This is an optimization exercise on Yosys and OpenROAD, whose aim is small area, not a production implementation.
Only simulation tests tie the RTL to the original design; equivalence was not proved.
Power and IR drop assume default switching activity.

==> design/flow/config.mk <==
export PLATFORM = sky130hd
export DESIGN_NAME = regfile_scoreboard
export DESIGN_NICKNAME = regfile_scoreboard
export VERILOG_FILES = /design/flow/design.v
export SDC_FILE = /design/flow/constraint.sdc
export NUM_CORES = 8
export LEC_CHECK = 0
export CAP_MARGIN = 5
export CELL_PAD_IN_SITES_DETAIL_PLACEMENT = 1
export CELL_PAD_IN_SITES_GLOBAL_PLACEMENT = 1
export CORE_MARGIN = 2
export CORE_UTILIZATION = 45
export PLACE_DENSITY = 0.6
export SETUP_SLACK_MARGIN = 0.4
export SLEW_MARGIN = 5
export SYNTH_HIERARCHICAL = 1
==> design/flow/constraint.sdc <==
create_clock -name core_clock -period 5.0 [get_ports {clock}]
set_input_delay 1.0000 -clock core_clock [delete_from_list [all_inputs] [get_ports {clock}]]
set_output_delay 1.0000 -clock core_clock [all_outputs]
set_load 0.01 [all_outputs]
==> design/flow/design.v <==
module regfile_scoreboard_ao22 (input logic a1, a2, b1, b2, output logic y);
  assign y = (a1 & a2) | (b1 & b2);
endmodule
module regfile_scoreboard_aoi222 (input logic a1, a2, b1, b2, c1, c2, output logic y);
  assign y = ~((a1 & a2) | (b1 & b2) | (c1 & c2));
endmodule
module regfile_scoreboard_nand4 (input logic a, b, c, d, output logic y);
  assign y = ~(a & b & c & d);
endmodule
module regfile_scoreboard_nand3 (input logic a, b, c, output logic y);
  assign y = ~(a & b & c);
endmodule
module regfile_scoreboard_nand2 (input logic a, b, output logic y);
  assign y = ~(a & b);
endmodule
module regfile_scoreboard_nor2 (input logic a, b, output logic y);
  assign y = ~(a | b);
endmodule
module regfile_scoreboard_and2 (input logic a, b, output logic y);
  assign y = a & b;
endmodule
module regfile_scoreboard_and2b (input logic a_n, b, output logic y);
  assign y = ~a_n & b;
endmodule
module regfile_scoreboard_dec2 (input logic en, input logic [1:0] a, output logic [3:0] y);
  always_comb for (int j = 0; j < 4; j++) y[j] = en & (a == 2'(j));
endmodule
module regfile_scoreboard_dec3 (input logic [2:0] a, output logic [7:0] y);
  always_comb for (int k = 0; k < 8; k++) y[k] = (a == 3'(k));
endmodule
module regfile_scoreboard_or3 (input logic a, b, c, output logic y);
  assign y = a | b | c;
endmodule
module regfile_scoreboard_or4 (input logic a, b, c, d, output logic y);
  assign y = a | b | c | d;
endmodule
module regfile_scoreboard_o21ai (input logic a1, a2, b1, output logic y);
  assign y = ~((a1 | a2) & b1);
endmodule
module regfile_scoreboard_o22ai (input logic a1, a2, b1, b2, output logic y);
  assign y = ~((a1 | a2) & (b1 | b2));
endmodule
module regfile_scoreboard_dec2n (input logic en, input logic [1:0] a, output logic [3:0] y_n);
  always_comb for (int j = 0; j < 4; j++) y_n[j] = ~(en & (a == 2'(j)));
endmodule
module regfile_scoreboard_dec3n (input logic [2:0] a, output logic [7:0] y_n);
  always_comb for (int k = 0; k < 8; k++) y_n[k] = ~(a == 3'(k));
endmodule
module regfile_scoreboard_pdec (
  input  logic [4:0] a,
  output logic [3:0] lo, lo_n,
  output logic [7:0] hi, hi_n
);
  always_comb begin
    for (int j = 0; j < 4; j++) lo[j] = (a[1:0] == 2'(j));
    for (int k = 0; k < 8; k++) hi[k] = (a[4:2] == 3'(k));
    lo_n = ~lo;
    hi_n = ~hi;
  end
endmodule
module regfile_scoreboard_rbit (
  input  logic [30:0] s,
  input  logic [30:0] d,
  output logic        y
);
  logic [9:0] z;
  logic [2:0] p;
  logic       z30;
  for (genvar k = 0; k < 10; k++) begin : g_aoi
    regfile_scoreboard_aoi222 u (
      .a1(s[3*k]),   .a2(d[3*k]),
      .b1(s[3*k+1]), .b2(d[3*k+1]),
      .c1(s[3*k+2]), .c2(d[3*k+2]),
      .y(z[k])
    );
  end
  regfile_scoreboard_nand2 u_z30 (.a(s[30]), .b(d[30]), .y(z30));
  regfile_scoreboard_nand4 u_n0 (.a(z[0]), .b(z[1]), .c(z[2]), .d(z[3]), .y(p[0]));
  regfile_scoreboard_nand4 u_n1 (.a(z[4]), .b(z[5]), .c(z[6]), .d(z[7]), .y(p[1]));
  regfile_scoreboard_nand3 u_n2 (.a(z[8]), .b(z[9]), .c(z30), .y(p[2]));
  regfile_scoreboard_or3   u_o  (.a(p[0]), .b(p[1]), .c(p[2]), .y(y));
endmodule
module regfile_scoreboard_hbit (
  input  logic [3:0]  lo_n,
  input  logic [7:0]  hi_n,
  input  logic [30:0] b_n,
  output logic        y
);
  logic [31:0] bb_n;
  logic [15:0] t;      
  logic [7:0]  g_n;    
  logic [3:0]  u;
  assign bb_n = {b_n, 1'b1};
  regfile_scoreboard_nor2 u_t0 (.a(lo_n[1]), .b(b_n[0]), .y(t[0]));
  for (genvar k = 0; k < 8; k++) begin : g_grp
    for (genvar h = (k == 0 ? 1 : 0); h < 2; h++) begin : g_half
      regfile_scoreboard_o22ai u_t (
        .a1(lo_n[2*h]),   .a2(bb_n[4*k+2*h]),
        .b1(lo_n[2*h+1]), .b2(bb_n[4*k+2*h+1]),
        .y(t[2*k+h])
      );
    end
    regfile_scoreboard_nor2 u_g (.a(t[2*k]), .b(t[2*k+1]), .y(g_n[k]));
  end
  for (genvar m = 0; m < 4; m++) begin : g_out
    regfile_scoreboard_o22ai u_u (
      .a1(hi_n[2*m]),   .a2(g_n[2*m]),
      .b1(hi_n[2*m+1]), .b2(g_n[2*m+1]),
      .y(u[m])
    );
  end
  regfile_scoreboard_or4 u_o (.a(u[0]), .b(u[1]), .c(u[2]), .d(u[3]), .y(y));
endmodule
module regfile_scoreboard #(
  parameter int DATA_WIDTH = 32,
  parameter int ADDR_WIDTH = 5
) (
  input  logic                  clock,
  input  logic                  reset,
  input  logic                  write_enable,
  input  logic [ADDR_WIDTH-1:0] write_address,
  input  logic [DATA_WIDTH-1:0] write_data_in,
  input  logic [ADDR_WIDTH-1:0] read_address_1,
  input  logic [ADDR_WIDTH-1:0] read_address_2,
  output logic [DATA_WIDTH-1:0] data_out_1,
  output logic [DATA_WIDTH-1:0] data_out_2,
  output logic                  hazard_1,
  output logic                  hazard_2,
  input  logic                  issue_valid,
  input  logic [ADDR_WIDTH-1:0] issue_address,
  input  logic [ADDR_WIDTH-1:0] read_address_debug,
  output logic [DATA_WIDTH-1:0] data_out_debug,
  output logic                  busy_out_debug
);
  localparam int NUM_REGS = 2 ** ADDR_WIDTH;
  localparam int N = NUM_REGS - 1;
  logic [N*DATA_WIDTH-1:0]      regs;        
  logic [N*DATA_WIDTH-1:0]      regs_nxt;
  logic [DATA_WIDTH-1:0][N-1:0] regs_t;      
  logic                         run_q;       
  logic [N-1:0]                 busy, busy_nxt;
  logic [N-1:0]                 bh_n;        
  logic [N-1:0]                 wsel, whold;
  logic [N-1:0]                 sel_1, sel_2, sel_debug;
  logic [3:0] wlo, ilo_n;
  logic [7:0] whi, ihi_n;
  logic [3:0] lo_1, lo_2, lo_debug, lo_1_n, lo_2_n, lo_debug_n;
  logic [7:0] hi_1, hi_2, hi_debug, hi_1_n, hi_2_n, hi_debug_n;
  logic [3:0] lo_1_q, lo_2_q, lo_debug_q;
  logic [7:0] hi_1_q, hi_2_q, hi_debug_q;
  regfile_scoreboard_dec2 u_wlo (.en(write_enable), .a(write_address[1:0]), .y(wlo));
  regfile_scoreboard_dec3 u_whi (.a(write_address[4:2]), .y(whi));
  regfile_scoreboard_dec2n u_ilo (.en(issue_valid), .a(issue_address[1:0]), .y_n(ilo_n));
  regfile_scoreboard_dec3n u_ihi (.a(issue_address[4:2]), .y_n(ihi_n));
  regfile_scoreboard_pdec u_p1 (.a(read_address_1), .lo(lo_1), .lo_n(lo_1_n), .hi(hi_1), .hi_n(hi_1_n));
  regfile_scoreboard_pdec u_p2 (.a(read_address_2), .lo(lo_2), .lo_n(lo_2_n), .hi(hi_2), .hi_n(hi_2_n));
  regfile_scoreboard_pdec u_pd (.a(read_address_debug), .lo(lo_debug), .lo_n(lo_debug_n),
                                .hi(hi_debug), .hi_n(hi_debug_n));
  for (genvar i = 0; i < N; i++) begin : g_row
    localparam int J = (i + 1) % 4;
    localparam int K = (i + 1) / 4;
    regfile_scoreboard_and2  u_ws (.a(wlo[J]), .b(whi[K]), .y(wsel[i]));
    regfile_scoreboard_and2b u_wh (.a_n(wsel[i]), .b(run_q), .y(whold[i]));
    regfile_scoreboard_nand2 u_bh (.a(busy[i]), .b(whold[i]), .y(bh_n[i]));
    regfile_scoreboard_o21ai u_bn (.a1(ilo_n[J]), .a2(ihi_n[K]), .b1(bh_n[i]), .y(busy_nxt[i]));
    regfile_scoreboard_and2 u_s1 (.a(lo_1_q[J]), .b(hi_1_q[K]), .y(sel_1[i]));
    regfile_scoreboard_and2 u_s2 (.a(lo_2_q[J]), .b(hi_2_q[K]), .y(sel_2[i]));
    regfile_scoreboard_and2 u_sd (.a(lo_debug_q[J]), .b(hi_debug_q[K]), .y(sel_debug[i]));
    for (genvar b = 0; b < DATA_WIDTH; b++) begin : g_bit
      assign regs_t[b][i] = regs[i*DATA_WIDTH+b];
      regfile_scoreboard_ao22 u_w (
        .a1(wsel[i]), .a2(write_data_in[b]), .b1(whold[i]), .b2(regs[i*DATA_WIDTH+b]),
        .y(regs_nxt[i*DATA_WIDTH+b])
      );
    end
  end
  always_ff @(posedge clock) begin
    regs       <= regs_nxt;
    busy       <= busy_nxt;
    lo_1_q     <= lo_1;
    lo_2_q     <= lo_2;
    lo_debug_q <= lo_debug;
  end
  always_ff @(posedge clock or negedge reset) begin
    if (!reset) begin
      run_q      <= 1'b0;
      hi_1_q     <= '0;
      hi_2_q     <= '0;
      hi_debug_q <= '0;
    end else begin
      run_q      <= 1'b1;
      hi_1_q     <= hi_1;
      hi_2_q     <= hi_2;
      hi_debug_q <= hi_debug;
    end
  end
  for (genvar b = 0; b < DATA_WIDTH; b++) begin : g_rd
    regfile_scoreboard_rbit u_r1 (.s(sel_1),     .d(regs_t[b]), .y(data_out_1[b]));
    regfile_scoreboard_rbit u_r2 (.s(sel_2),     .d(regs_t[b]), .y(data_out_2[b]));
    regfile_scoreboard_rbit u_rd (.s(sel_debug), .d(regs_t[b]), .y(data_out_debug[b]));
  end
  regfile_scoreboard_rbit u_bd (.s(sel_debug), .d(busy), .y(busy_out_debug));
  regfile_scoreboard_hbit u_h1 (.lo_n(lo_1_n), .hi_n(hi_1_n), .b_n(bh_n), .y(hazard_1));
  regfile_scoreboard_hbit u_h2 (.lo_n(lo_2_n), .hi_n(hi_2_n), .b_n(bh_n), .y(hazard_2));
endmodule
==> design/flow/flow/run.sh <==
#!/bin/bash
# The standard layout (standard.sh), with two changes made through
# ORFS's own variables:
# * small buf_2 port buffers instead of the default delay-cell buffers;
# * clock tree: sink clusters of up to 24 flops within 80 um, no dummy loads.
# ORFS writes each step's full log under orfs/logs; standard.log has the rest.
set -euo pipefail
export BUFFER_PORTS_ARGS="-buffer_cell sky130_fd_sc_hd__buf_2"
export CTS_ARGS="-sink_clustering_enable -repair_clock_nets -dont_use_dummy_load -sink_clustering_size 24 -sink_clustering_max_diameter 80"
bash standard.sh > standard.log 2>&1
==> design/flow/standard.sh <==
#!/bin/bash
# synth_recipe.tcl (not shown) runs the flow's synth.tcl, then flattens the netlist and writes it again
# the make line also repeats each setting of config.mk as NAME=value (left out here)
make -C /OpenROAD-flow-scripts/flow DESIGN_CONFIG=/design/flow/config.mk WORK_HOME=/design/flow/orfs CLKGATE_MAP_FILE= SYNTH_SCRIPT=/design/flow/synth_recipe.tcl "${@:-finish}"
==> out/metrics.cfg, run 1 <==
[cts]
clk_latency_ns=0.75
cts_root_buffer=clkbuf_16
cts_sinks=1060
tritoncts=built
htreeDepth=2
cts_inserted_buffers=55
cts_buffer_depth=3
cts.clk_slew.worst_paths_ns=0.10

[global_routing]
grt_max_degree=34
groute.usage.overall=0.511
grt_pass1_vias=48500
antenna_found_initial=30
grt_overflow=0
grt_first_pass_wirelength_um=375000

[placement]
portBuffers=159
place_area_um2=48200
gp_congestion=0.951
hpwl_um=146000

[detailed_routing]
drcViolationCount=0
dr_total_vias=50600
firstDrtPassIters=20
drt_iter0_drc=13000
drt-vias-per-instance=9.16
drt-total-wl_um=276000
wl_per_cell_um=50.0
ant_nets=0

[layout]
regArea_um2=21300
multi_input_area_um2=23800
final_common_cell=dfxtp_1
drive_gt1_frac=0.123
final_cell_mix=dfxtp_1, a22o_1, a222oi_1, nand4_1, buf_2
nets=4270
design_area_um2=49900
n_fill_cell=10600
areaGrowthSynthToFinish_pct=11.0

[die]
die_y_um=320
die_area_um2=102000
design.core.area_um2=98700
ios=160
rows=115
start_util=0.455
fp.dieW_um=320

[critical_path]
worstSetupPathDepth=5
reg2reg_from=run_q$_DFF_PN0_
reg2reg_slack_ns=2.46
cp_slowest_cell=or3_1
worstSetupPathType=flop to primary output
crit_required_ns=4.00
rr_worst_depth=3
r2r-end=regs[453]$_DFF_P_
slowest_delay_ns=0.69
worst-path-buf-inv=1
critPathTopFamily=simple AND/OR/NAND/NOR gates
end_kind=primary output
worstPathArrival_ns=3.73
worstPathMaxFanout=32
cp_cell_sequence=and2_2 -> a222oi_1 -> nand4_1 -> or3_1 -> buf_2
start_kind=flop

[timing]
fin_hold_ws_ns=0.308
slew_headroom=-0.00131
clock.fmax_mhz=211
slew_violations=64
tightest_slew_ns=1.50
final.period_utilization=0.947
finClkSkew_ns=0.0347
finalSetupTns_ns=0
rsz0062_at_grt=true
hold_viol_final=0
setup_viol=0
min_period_ns=4.73

[status]
outcome=complete, but fails checks
violatedChecks=max-capacitance violations, max-slew violations

[yosys]
synthCells=3876
syn_area_um2=44900
synth_area_per_cell_um2=11.6
synth_fp_nets=3937
yosysWarnings=12

[job]
max_cap_viol_count=2

[power]
p_leak_nw=18.1
totalPowerFinal_mw=14.8
ir_drop_mv=0.325
powerDensity_nw_per_um2=297

[worst_hold_path]
holdCritPathClass=primary input to async pin

how the worst max path moves through the flow:
stage               slack (ns)            endpoint                  start
finish                    0.27       data_out_2[8]      lo_2_q[1]$_DFF_P_
CTS                       0.46  data_out_debug[25]  lo_debug_q[2]$_DFF_P_
floorplan                 0.77            hazard_1       write_address[4]
detailed placement        0.72            hazard_1       write_address[0]
global placement          0.72            hazard_1       write_address[0]
global route              0.38  data_out_debug[10]  lo_debug_q[0]$_DFF_P_
power breakdown:
group	switching, mW	internal [mW]	leakage, nW	total, mW
Sequential	0.142	8.56	8.69	8.70
Combinational	0.952	0.221	8.71	1.17
Clock	3.00	1.96	0.678	4.96
state kept, by name (all words and copies together) (netlist names):
register / cells
lo_debug_q: 4
regs: 992
hi_2_q: 8
lo_1_q: 4
lo_2_q: 4
run_q: 1
busy: 31
hi_1_q: 8
hi_debug_q: 8
per-stage QoR:
stage | setup WS [ns] | cells | utilization
2_1_floorplan | 0.772 | 3876 | -
3_3_place_gp | 0.721 | 5423 | 0.489
3_5_place_dp | 0.718 | 5423 | 0.489
4_1_cts | 0.456 | 5478 | 0.503
5_1_grt | 0.382 | 5505 | 0.505
6_report | 0.266 | 5520 | 0.505
layout make-up:
class,count,area share
well taps,1287,0.0323
repair buffers,279,0.0341
multi-input cells,2813,0.477
clock buffers,55,0.0276
flip-flops and latches,1060,0.428
diodes,26,0.00130
worst register-to-register path, cell delays in order, from the launching register on:
cell     delay (ns)
dfrtp_1        1.15
nor2b_4        0.35
buf_4          0.62
a22o_1         0.34
metal layers:
layer | share of wire | wire length [um] | track usage | vias to the layer above
met4 | 0.10 | 27900 | 0.438 | 24
met5 | 0.00076 | 211 | 0.00567 | -
met1 | 0.34 | 95100 | 0.606 | 24900
met2 | 0.39 | 108000 | 0.706 | 5095
met3 | 0.16 | 44700 | 0.216 | 1501
li1 | - | - | - | 19100
repair_timing:
| item | in CTS | in global routing |
|---|---|---|
| buffers inserted | 0 | 10 |
| hold buffers | 0 | 0 |
| endpoints found under the setup margin | 0 | 18 |
| resized for setup | 0 | 41 |
==> run 2, diff against run 1 <==
--- a/design/flow/config.mk
+++ b/design/flow/config.mk
@@ -5,12 +5,12 @@
 export SDC_FILE = /design/flow/constraint.sdc
 export NUM_CORES = 8
 export LEC_CHECK = 0
-export CAP_MARGIN = 5
+export CAP_MARGIN = 35
 export CELL_PAD_IN_SITES_DETAIL_PLACEMENT = 1
 export CELL_PAD_IN_SITES_GLOBAL_PLACEMENT = 1
 export CORE_MARGIN = 2
 export CORE_UTILIZATION = 45
 export PLACE_DENSITY = 0.6
 export SETUP_SLACK_MARGIN = 0.4
-export SLEW_MARGIN = 5
+export SLEW_MARGIN = 35
 export SYNTH_HIERARCHICAL = 1
==> run 2 against run 1 <==
The run now finishes clean. Global-route usage decreased by 0.13 points. Register-to-register slack better by 0.44 ns. Fmax rose by 0.61%. Hold slack better by 0.013 ns. Synthesized cell count is the same. Sequential power about the same. Combinational power barely moved. Total power down 0.26%. Core utilization fell by 0.11 points.
==> out/metrics.cfg, run 2 <==
[timing]
hold_viol_final=0  ; unchanged
setup_viol=0  ; unchanged
finClkSkew_ns=0.0492  ; was 0.0347 ns
rsz0062_at_grt=false  ; was true
slew_headroom=0.295  ; was -0.00131
min_period_ns=4.71  ; was 4.73 ns
tightest_slew_ns=1.06  ; was 1.50 ns
final.period_utilization=0.941  ; was 0.947
worst_slack_ns=0.294  ; was 0.266 ns
finalSetupTns_ns=0  ; unchanged
slew_violations=0  ; was 64
clock.fmax_mhz=212  ; was 211 MHz

[cts]
clk_latency_ns=0.75  ; about the same
cts_inserted_buffers=55  ; unchanged
cts_buffer_depth=3  ; unchanged
tritoncts=built  ; unchanged
cts.clk_slew.worst_paths_ns=0.10  ; about the same
cts_root_buffer=clkbuf_16  ; unchanged
htreeDepth=2  ; unchanged
cts_sinks=1060  ; unchanged

[global_routing]
grt_max_degree=34  ; unchanged
antenna_found_initial=35  ; was 30
groute.usage.overall=0.509  ; was 0.511
grt_overflow=0  ; unchanged
grt_first_pass_wirelength_um=374000  ; was 375000 um
grt_pass1_vias=48400  ; was 48500

[placement]
place_ws_ns=0.731  ; was 0.718 ns
place_area_um2=48300  ; was 48200 um2
hpwl_um=146000  ; about the same
portBuffers=159  ; unchanged
gp_congestion=0.951  ; unchanged

[critical_path]
worst-path-buf-inv=1  ; unchanged
worstPathArrival_ns=3.71  ; was 3.73 ns
slowest_delay_ns=0.72  ; was 0.69 ns
worstSetupPathType=flop to primary output  ; unchanged
end_kind=primary output  ; unchanged
worstPathMaxFanout=32  ; unchanged
crit_required_ns=4.00  ; about the same
crit_start=lo_2_q[1]$_DFF_P_  ; unchanged
start_kind=flop  ; unchanged
reg2reg_from=run_q$_DFF_PN0_  ; unchanged
cp_cell_sequence=and2_4 -> a222oi_1 -> nand4_1 -> or3_1 -> buf_2  ; was and2_2 -> a222oi_1 -> nand4_1 -> or3_1 -> buf_2
reg2reg_slack_ns=2.90  ; was 2.46 ns
critPathTopFamily=simple AND/OR/NAND/NOR gates  ; unchanged
cp_slowest_cell=or3_1  ; unchanged

[detailed_routing]
drt-vias-per-instance=9.13  ; was 9.16
dr_total_vias=50300  ; was 50600
firstDrtPassIters=14  ; was 20
drcViolationCount=0  ; unchanged
drt_iter0_drc=13000  ; about the same
ant_nets=0  ; unchanged
drt-total-wl_um=272000  ; was 276000 um
wl_per_cell_um=49.5  ; was 50.0 um

[layout]
nets=4254  ; was 4270
fin_util=0.504  ; was 0.505
final_cell_mix=dfxtp_1, a22o_1, a222oi_1, nand4_1, buf_2  ; unchanged
top_regs=regs x992, busy x31  ; unchanged
design_area_um2=49800  ; was 49900 um2
largest_reg_flops=992  ; unchanged
final_common_cell=dfxtp_1  ; unchanged
largest-register=regs  ; unchanged
areaGrowthSynthToFinish_pct=10.8  ; was 11.0%
drive_gt1_frac=0.119  ; was 0.123

[yosys]
synth_area_per_cell_um2=11.6  ; unchanged
synth_fp_nets=3937  ; unchanged
synthCells=3876  ; unchanged
syn_area_um2=44900  ; unchanged
yosysWarnings=12  ; unchanged

[job]
max_cap_viol_count=0  ; was 2

[status]
outcome=finished clean  ; was complete, but fails checks

[die]
die_area_um2=102000  ; unchanged
rows=115  ; unchanged
die_y_um=320  ; unchanged
fp.dieW_um=320  ; unchanged
start_util=0.455  ; unchanged
ios=160  ; unchanged
design.core.area_um2=98700  ; unchanged

[power]
p_leak_nw=18.0  ; was 18.1 nW
totalPowerFinal_mw=14.8  ; about the same
ir_drop_mv=0.253  ; was 0.325 mV
powerDensity_nw_per_um2=297  ; about the same

[worst_hold_path]
holdCritPathClass=primary input to async pin  ; unchanged

[run 2: worst paths after layout]
check | endpoint | cells past startpoint
setup / recovery | data_out_2[8] | 5
hold / removal | hi_debug_q[0]$_DFF_PN0_ | 1
setup reg to reg | regs[453]$_DFF_P_ | 3
hold reg to reg | regs[732]$_DFF_P_ | 1
max in group asynchronous | run_q$_DFF_PN0_ | 1
min in group core_clock | hi_debug_q[0]$_DFF_PN0_ | 2
[run 2: stage by stage]
stage,std cells,hold WS [ns]
CTS,5478,0.323
global route,5487,0.348
detailed placement,5423,0.506
finish,5508,0.321
floorplan,3876,0.470
global placement,5423,0.496
[run 2: cell type report]
cell class	instances	area (um2)
multi-input combinational	2807	23700
antenna	30	75.1
timing repair buffer	269	1620
sequential	1060	21300
tap	1287	1610
fill	10500	48900
clock buffer	55	1380
[run 2: what timing repair did]
item	CTS	global route
setup endpoints to repair	0	6
gates resized for setup	0	4
setup buffers	0	0
hold buffers	0	0
[run 2: where the power goes]
part / total [mW] / internal [mW] / leakage (nW) / switching (mW)
logic: 1.16 / 0.220 / 8.65 / 0.945
clock network: 4.93 / 1.95 / 0.678 / 2.98
registers: 8.70 / 8.56 / 8.69 / 0.138
total: 14.8 / 10.7 / 18.0 / 4.06
[run 2: routing by layer]
| metal | vias up | global-route usage | part of all wire | wire [um] |
|---|---|---|---|---|
| li1 | 19000 | - | - | - |
| met5 | - | 0.0165 | 0.00092 | 250 |
| met2 | 5022 | 0.700 | 0.39 | 107000 |
| met4 | 18 | 0.421 | 0.099 | 26900 |
| met1 | 24800 | 0.612 | 0.35 | 94200 |
| met3 | 1424 | 0.215 | 0.16 | 43900 |
==> run 3, diff against run 2 <==
==> design/flow/flow/run.sh (replaced) <==
#!/bin/bash
# The standard layout (standard.sh), with two changes made through
# ORFS's own variables:
# * small buf_2 port buffers instead of the default delay-cell buffers;
# * clock tree: sink clusters of up to 26 flops within 85 um, no dummy loads.
# ORFS writes each step's full log under orfs/logs; standard.log has the rest.
set -euo pipefail
export BUFFER_PORTS_ARGS="-buffer_cell sky130_fd_sc_hd__buf_2"
export CTS_ARGS="-sink_clustering_enable -repair_clock_nets -dont_use_dummy_load -sink_clustering_size 26 -sink_clustering_max_diameter 85"
bash standard.sh > standard.log 2>&1
==> run 3 against run 2 <==
Clock skew increased by 0.0014 ns. Still clean. Via count about the same. Hold slack improved by 0.0032 ns. Combinational power about the same. Wire length increased by 0.11%. Clock-buffer cell count decreased by 3. Synthesized cell count unchanged. Core utilization decreased by 0.10 points. Clock power decreased by 2%. Global-route usage decreased by 0.073 points. Worst setup slack improved by 0.027 ns. Synthesized area unchanged.
==> out/metrics.cfg, run 3 <==
[global_routing]
grt_overflow=0  ; unchanged
grt_max_degree=34  ; unchanged
groute.usage.overall=0.509  ; about the same
antenna_found_initial=31  ; was 35
grt_first_pass_wirelength_um=373000  ; was 374000 um
grt_pass1_vias=48400  ; about the same

[placement]
place_ws_ns=0.731  ; unchanged
hpwl_um=146000  ; unchanged
placed_cells=5423  ; unchanged
portBuffers=159  ; unchanged
place_area_um2=48300  ; unchanged
gp_congestion=0.951  ; unchanged

[die]
start_util=0.455  ; unchanged
ios=160  ; unchanged
die_area_um2=102000  ; unchanged
fp.dieW_um=320  ; unchanged
rows=115  ; unchanged
die_y_um=320  ; unchanged
design.core.area_um2=98700  ; unchanged

[cts]
cts.clk_slew.worst_paths_ns=0.11  ; was 0.10 ns
tritoncts=built  ; unchanged
clk_latency_ns=0.73  ; was 0.75 ns
cts_sinks=1060  ; unchanged
htreeDepth=2  ; unchanged
cts_root_buffer=clkbuf_16  ; unchanged
ctsResizeCount=0  ; unchanged
post_cts_buffers=0  ; unchanged
cts_hold_buffers=0  ; unchanged
cts_inserted_buffers=52  ; was 55
cts_buffer_depth=3  ; unchanged

[layout]
final_cell_mix=dfxtp_1, a22o_1, a222oi_1, nand4_1, buf_2  ; unchanged
drive_gt1_frac=0.118  ; was 0.119
largest-register=regs  ; unchanged
areaGrowthSynthToFinish_pct=10.5  ; was 10.8%
nets=4251  ; was 4254
final_common_cell=dfxtp_1  ; unchanged
design_area_um2=49700  ; was 49800 um2
layout.cells.non_filler=5497  ; was 5508
largest_reg_flops=992  ; unchanged
top_regs=regs x992, busy x31  ; unchanged

[detailed_routing]
drt-total-wl_um=273000  ; was 272000 um
met3_length_um=43500  ; was 43900 um
firstDrtPassIters=15  ; was 14
top_layer=met5  ; unchanged
drcViolationCount=0  ; unchanged
drt_iter0_drc=12800  ; was 13000
wl_per_cell_um=49.6  ; was 49.5 um
dr_total_vias=50200  ; was 50300
route.met2.wl_um=107000  ; about the same
drt-vias-per-instance=9.14  ; was 9.13
ant_nets=0  ; unchanged
wl_met1_um=94700  ; was 94200 um

[timing]
tightest_slew_ns=1.05  ; was 1.06 ns
final.period_utilization=0.936  ; was 0.941
finalSetupTns_ns=0  ; unchanged
hold_viol_final=0  ; unchanged
finClkSkew_ns=0.0506  ; was 0.0492 ns
clock.fmax_mhz=214  ; was 212 MHz
rsz0062_at_grt=false  ; unchanged
worst_slack_ns=0.321  ; was 0.294 ns
min_period_ns=4.68  ; was 4.71 ns
slew_headroom=0.297  ; was 0.295
setup_viol=0  ; unchanged
slew_violations=0  ; unchanged

[worst_hold_path]
holdCritPathClass=primary input to async pin  ; unchanged

[yosys]
yosysWarnings=12  ; unchanged
synth_area_per_cell_um2=11.6  ; unchanged
synth_fp_nets=3937  ; unchanged
syn_area_um2=44900  ; unchanged
synthCells=3876  ; unchanged

[critical_path]
crit_required_ns=4.00  ; about the same
cp_slowest_cell=or3_1  ; unchanged
critPathTopFamily=simple AND/OR/NAND/NOR gates  ; unchanged
cp_cell_sequence=and2_2 -> buf_4 -> a222oi_1 -> nand4_1 -> or3_1 -> buf_2  ; was and2_4 -> a222oi_1 -> nand4_1 -> or3_1 -> buf_2
start_kind=flop  ; unchanged
worstPathMaxFanout=23  ; was 32
slowest_delay_ns=0.59  ; was 0.72 ns
worstSetupPathType=flop to primary output  ; unchanged
worst-path-buf-inv=2  ; was 1
worstPathArrival_ns=3.68  ; was 3.71 ns
end_kind=primary output  ; unchanged

[status]
outcome=finished clean  ; unchanged

[job]
max_cap_viol_count=0  ; unchanged

[power]
powerDensity_nw_per_um2=296  ; was 297 nW/um2
ir_drop_mv=0.280  ; was 0.253 mV
p_leak_nw=18.0  ; about the same

run 3: layout make-up:
type / count / area [um2]
multi-input combinational: 2807 / 23700
sequential: 1060 / 21300
antenna: 22 / 55.1
clock buffer: 52 / 1300
fill: 10500 / 49000
tap: 1287 / 1610
timing repair buffer: 269 / 1620
run 3: routing by layer:
layer  vias to the layer above  track usage
met5                         -      0.00709
met4                        22        0.427
met3                      1423        0.216
met2                      4976        0.700
met1                     24800        0.608
li1                      19000            -
run 3: final timing paths:
check	start	endpoint	slack [ns]	cells past startpoint
worst max register to register	run_q$_DFF_PN0_	regs[453]$_DFF_P_	2.85	3
worst min register to register	busy[20]$_DFF_P_	busy[20]$_DFF_P_	0.53	2
worst min-delay path	reset	hi_1_q[3]$_DFF_PN0_	0.32	1
min in group core_clock	read_address_1[0]	lo_1_q[0]$_DFF_P_	0.53	2
worst max-delay path	lo_debug_q[0]$_DFF_P_	data_out_debug[25]	0.32	6
max in group asynchronous	reset	run_q$_DFF_PN0_	4.17	1
run 3: power breakdown:
group	switching [mW]	total [mW]	leakage [nW]	internal, mW
clock network	2.95	4.81	0.641	1.86
logic	0.946	1.17	8.65	0.219
registers	0.138	8.70	8.69	8.56
total	4.04	14.7	18.0	10.6
run 3: metrics by stage:
step	power, mW	utilization	hold WS (ns)
final	14.7	0.503	0.325
after global routing	14.9	0.503	0.349
after CTS	14.5	0.503	0.321
after detailed placement	9.95	0.489	0.506
after global placement	9.93	0.489	0.496
after floorplan	9.24	-	0.470

-- static timing again, ports no longer ideal --
How much do the figures lean on ideal ports? The routed layouts below were timed once more, with nothing changed but the port constraints.
Step 1 sets driving cells, clkbuf_16 on the clock port and buf_2 on the other inputs (assumed; they add their load-dependent delay and slew).
Step 2 also shifts input and output timing later by t, the mid clock arrival at the registers, as if the neighbouring blocks saw the same clock.
Three values: ideal, step 1, step 2; two values: the first two.
| run | t (ns) | setup slack, ns | hold slack, ns | clock arrival spread, ns |
|---|---|---|---|---|
| run 1 | 0.796 | 0.266 / 0.187 / 0.674 | 0.308 / 0.256 / 0.533 | 0.066 / 0.066 |
| run 2 | 0.798 | 0.294 / 0.214 / 0.722 | 0.321 / 0.266 / 0.532 | 0.067 / 0.067 |
| run 3 | 0.793 | 0.321 / 0.239 / 0.719 | 0.325 / 0.268 / 0.531 | 0.062 / 0.062 |
